Background: an optimization exercise with open tools, aiming at small area. Do not read the settings as production practice.
Function was checked by simulation only, so behaviour that the tests miss may differ from the original.
Power figures rest on the tool's default switching activity, not on a simulated workload. No driver is modelled on the clock port, so clocking that relies on it looks cheaper here than on a real chip.

==> flow/design.v (excerpt) <==
module well_renderer #(
    parameter int BLOCK_SIZE   = 20,
    parameter int WELL_W       = 10,
    parameter int WELL_H       = 20,
    parameter int OFF_COL      = 100,
    parameter int OFF_ROW      = 10,
    parameter int FLASH_FRAMES = 4
) (
    input  logic                      clock,
    input  logic                      reset,
    input  logic [10:0]               col,
    input  logic [10:0]               row,
    input  logic                      frame_tick,
    input  logic                      wr_en,
    input  logic [$clog2(WELL_W)-1:0] wr_x,
    input  logic [$clog2(WELL_H)-1:0] wr_y,
    input  logic [2:0]                wr_code,
    input  logic                      board_clr,
    input  logic                      clear_req,
    input  logic [$clog2(WELL_H)-1:0] clear_row,
    output logic                      clear_busy,
    output logic                      clear_done,
    output logic [23:0]               color
);
Size: ~2100 cells after synthesis, about 630 flip-flops, about 23000 um2 of cells after synthesis.
clock: 8.0 ns
lec_check: 0
cap_margin: 20
core_margin: 2
core_utilization: 40
cts_cluster_diameter: 120
cts_cluster_size: 30
slew_margin: 20
synth_hierarchical: 1
standard.sh (not shown) runs the stock make flow with config.mk's settings and CLKGATE_MAP_FILE= SYNTH_SCRIPT=/design/flow/synth_recipe.tcl, a recipe that flattens the netlist after the stock synthesis.
==> flow/flow/run.sh <==
#!/bin/bash
# Layout flow: the standard ORFS flow (standard.sh, unchanged synthesis)
# with these changes to the layout steps:
#  - ports are buffered with the smallest buffer (buf_1) instead of the
#    default choice;
#  - clock tree: larger sink clusters and no dummy loads;
#  - after synthesis, combinational cells get their smallest drive strength
#    (flow/downsize.tcl, run at the end of the synth_odb step; its report is
#    in orfs/logs/.../1_synth.log).
# Each make step writes its own logs under orfs/logs; the make output itself
# goes to standard.log here.
set -euo pipefail
export BUFFER_PORTS_ARGS="-buffer_cell sky130_fd_sc_hd__buf_1"
export CTS_ARGS="-sink_clustering_enable -repair_clock_nets -sink_clustering_size 30 -sink_clustering_max_diameter 120 -dont_use_dummy_load"
export POST_SYNTH_TCL="$PWD/flow/downsize.tcl"
bash standard.sh > standard.log 2>&1
==> flow/flow/downsize.tcl <==
# Sourced at the end of ORFS's synth_odb step (POST_SYNTH_TCL): give every
# combinational cell the smallest-area drive strength of its family. ABC sizes
# cells up for its own assumed loads; the later repair steps (repair_design,
# repair_timing) size up again wherever the layout needs it.
set db [ord::get_db]
set block [ord::get_db_block]
set best [dict create]
foreach lib [$db getLibs] {
  foreach m [$lib getMasters] {
    set n [$m getName]
    if {![regexp {^(sky130_fd_sc_hd__[a-z0-9]+)_([0-9]+)$} $n -> base drive]} { continue }
    set a [expr {[$m getWidth] * [$m getHeight]}]
    if {![dict exists $best $base] || $a < [lindex [dict get $best $base] 0]} {
      dict set best $base [list $a $m]
    }
  }
}
set dont_use [split $::env(DONT_USE_CELLS)]
set n_swapped 0
foreach inst [$block getInsts] {
  set m [$inst getMaster]
  set n [$m getName]
  if {![regexp {^(sky130_fd_sc_hd__[a-z0-9]+)_([0-9]+)$} $n -> base drive]} { continue }
  if {[regexp {__(df|edf|sdf|sedf|dl|clk|conb|tap|fill|decap|diode|lpflow|probe)} $base]} { continue }
  if {![dict exists $best $base]} { continue }
  set nm [lindex [dict get $best $base] 1]
  if {$nm eq $m} { continue }
  if {[$nm getWidth] * [$nm getHeight] >= [$m getWidth] * [$m getHeight]} { continue }
  if {[lsearch -exact $dont_use [$nm getName]] >= 0} { continue }
  puts "downsize: [$inst getName] $n -> [$nm getName]"
  $inst swapMaster $nm
  incr n_swapped
}
puts "downsize: $n_swapped cells swapped"
The first run produced a clean layout.
Change:
--- a/flow/flow/run.sh
+++ b/flow/flow/run.sh
@@ -6,4 +6 @@
-#  - clock tree: larger sink clusters and no dummy loads;
-#  - after synthesis, combinational cells get their smallest drive strength
-#    (flow/downsize.tcl, run at the end of the synth_odb step; its report is
-#    in orfs/logs/.../1_synth.log).
+#  - clock tree: larger sink clusters and no dummy loads.
@@ -15 +11,0 @@
-export POST_SYNTH_TCL="$PWD/flow/downsize.tcl"
CORE_UTILIZATION = 60   (was 40)
CTS_CLUSTER_DIAMETER = unset   (was 120)
CTS_CLUSTER_SIZE = unset   (was 30)
removed: flow/flow/downsize.tcl
Result: Clock-buffer cell count does not change; design area falls by 0.55%; synthesized cell count stays the same; non-clock buffer count falls by 3; via count rises by 0.69%; global-route usage rises by 10 points; sequential power barely changes; power falls by 0.72%.
Change:
--- a/flow/flow/run.sh
+++ b/flow/flow/run.sh
@@ -6 +6,4 @@
-#  - clock tree: larger sink clusters and no dummy loads.
+#  - clock tree: larger sink clusters and no dummy loads;
+#  - after synthesis, combinational cells get their smallest drive strength
+#    (flow/downsize.tcl, run at the end of the synth_odb step; its report is
+#    in orfs/logs/.../1_synth.log).
@@ -11 +14,2 @@
-export CTS_ARGS="-sink_clustering_enable -repair_clock_nets -sink_clustering_size 30 -sink_clustering_max_diameter 120 -dont_use_dummy_load"
+export CTS_ARGS="-sink_clustering_enable -repair_clock_nets -sink_clustering_size 32 -sink_clustering_max_diameter 80 -dont_use_dummy_load"
+export POST_SYNTH_TCL="$PWD/flow/downsize.tcl"
==> flow/flow/downsize.tcl (new file) <==
# Sourced at the end of ORFS's synth_odb step (POST_SYNTH_TCL): give every
# combinational cell the smallest-area drive strength of its family. ABC sizes
# cells up for its own assumed loads; the later repair steps (repair_design,
# repair_timing) size up again wherever the layout needs it.
set db [ord::get_db]
set block [ord::get_db_block]
set best [dict create]
foreach lib [$db getLibs] {
  foreach m [$lib getMasters] {
    set n [$m getName]
    if {![regexp {^(sky130_fd_sc_hd__[a-z0-9]+)_([0-9]+)$} $n -> base drive]} { continue }
    set a [expr {[$m getWidth] * [$m getHeight]}]
    if {![dict exists $best $base] || $a < [lindex [dict get $best $base] 0]} {
      dict set best $base [list $a $m]
    }
  }
}
set dont_use [split $::env(DONT_USE_CELLS)]
set n_swapped 0
foreach inst [$block getInsts] {
  set m [$inst getMaster]
  set n [$m getName]
  if {![regexp {^(sky130_fd_sc_hd__[a-z0-9]+)_([0-9]+)$} $n -> base drive]} { continue }
  if {[regexp {__(df|edf|sdf|sedf|dl|clk|conb|tap|fill|decap|diode|lpflow|probe)} $base]} { continue }
  if {![dict exists $best $base]} { continue }
  set nm [lindex [dict get $best $base] 1]
  if {$nm eq $m} { continue }
  if {[$nm getWidth] * [$nm getHeight] >= [$m getWidth] * [$m getHeight]} { continue }
  if {[lsearch -exact $dont_use [$nm getName]] >= 0} { continue }
  puts "downsize: [$inst getName] $n -> [$nm getName]"
  $inst swapMaster $nm
  incr n_swapped
}
puts "downsize: $n_swapped cells swapped"
CAP_MARGIN = 0   (was 20)
CORE_UTILIZATION = 70   (was 60)
SLEW_MARGIN = 0   (was 20)
Area after synthesis decreases by 0.93%.
Worst setup slack gains 0.35 ns.
Count of clock-buffer cells in the layout increases by 3.
Routed wire length decreases by 2.1%.
Final area decreases by 1.0%.
Change:
--- a/flow/flow/run.sh
+++ b/flow/flow/run.sh
@@ -14 +14 @@
-export CTS_ARGS="-sink_clustering_enable -repair_clock_nets -sink_clustering_size 32 -sink_clustering_max_diameter 80 -dont_use_dummy_load"
+export CTS_ARGS="-sink_clustering_enable -repair_clock_nets -sink_clustering_size 30 -sink_clustering_max_diameter 120 -dont_use_dummy_load"
CORE_UTILIZATION = 60   (was 70)
What happened: Non-clock buffer count increases by 2; cell count climbs by 2.5%; design area hardly moves; via count shrinks by 2.9%; first-iteration DRC count came out lower by 16%; combinational power hardly moves; area after synthesis is unchanged; maximum frequency decreases by 3.4%.
Change:
CAP_MARGIN = 20   (was 0)
SLEW_MARGIN = 20   (was 0)
=> The new run produced a clean layout. Final cell count stays flat. Total power barely changes. Clock skew came out lower by 0.0087 ns. Clock-buffer cell count is unchanged. Die area is unchanged. Worst hold slack is about the same.
Change:
--- a/flow/flow/downsize.tcl
+++ b/flow/flow/downsize.tcl
@@ -1,4 +0,0 @@
-# Sourced at the end of ORFS's synth_odb step (POST_SYNTH_TCL): give every
-# combinational cell the smallest-area drive strength of its family. ABC sizes
-# cells up for its own assumed loads; the later repair steps (repair_design,
-# repair_timing) size up again wherever the layout needs it.
@@ -25,0 +22,8 @@
+  set fanout 0
+  foreach it [$inst getITerms] {
+    if {![$it isOutputSignal]} { continue }
+    set net [$it getNet]
+    if {$net eq "NULL"} { continue }
+    incr fanout [expr {[llength [$net getITerms]] - 1 + [llength [$net getBTerms]]}]
+  }
+  if {$fanout > 4} { continue }
CAP_MARGIN = 0   (was 20)
SLEW_MARGIN = 0   (was 20)
Total power is about the same.
Utilization came out lower by 0.15 points.
Setup slack got worse by 0.045 ns.
Die area stays flat.
Register-to-register slack improved by 0.16 ns.
Routed wire length is about the same.
Non-clock buffer count shrinks by 3.

==> re-timing with driven ports <==
In the flow no input, the clock included, has a driving cell. The finished layouts below were timed again as built, in two steps.
Step 1, drivers: a clkbuf_16 drives clock and a buf_2 each remaining input, both assumed.
Step 2 times the ports against the registers' clock, not the clock port: input delays grow and output delays shrink by t, the midpoint of the rising clock arrivals with the driver on.
Three values: no drivers, after step 1, after step 2; two values: the first two.
run | t (ns) | setup slack, ns | hold slack, ns | worst setup path after step 2
the first run | 0.644 | 3.306 / 3.247 / 3.191 | 0.496 / 0.496 / 0.496 | input to register
the second run | 0.620 | 3.818 / 3.825 / 3.205 | 0.486 / 0.486 / 0.486 | input to register
the third run | 0.653 | 4.163 / 4.169 / 3.516 | 0.489 / 0.489 / 0.489 | input to register
the fourth run | 0.625 | 4.030 / 4.044 / 3.420 | 0.490 / 0.490 / 0.490 | input to register
the fifth run | 0.621 | 4.013 / 4.030 / 3.409 | 0.489 / 0.489 / 0.489 | input to register
the sixth run | 0.617 | 3.968 / 3.979 / 3.362 | 0.486 / 0.486 / 0.486 | input to register
After both steps every run listed still meets setup and hold. The setup slack of the third run, which loses most, moves by +0.006 ns with the drivers and by -0.647 ns with both steps.
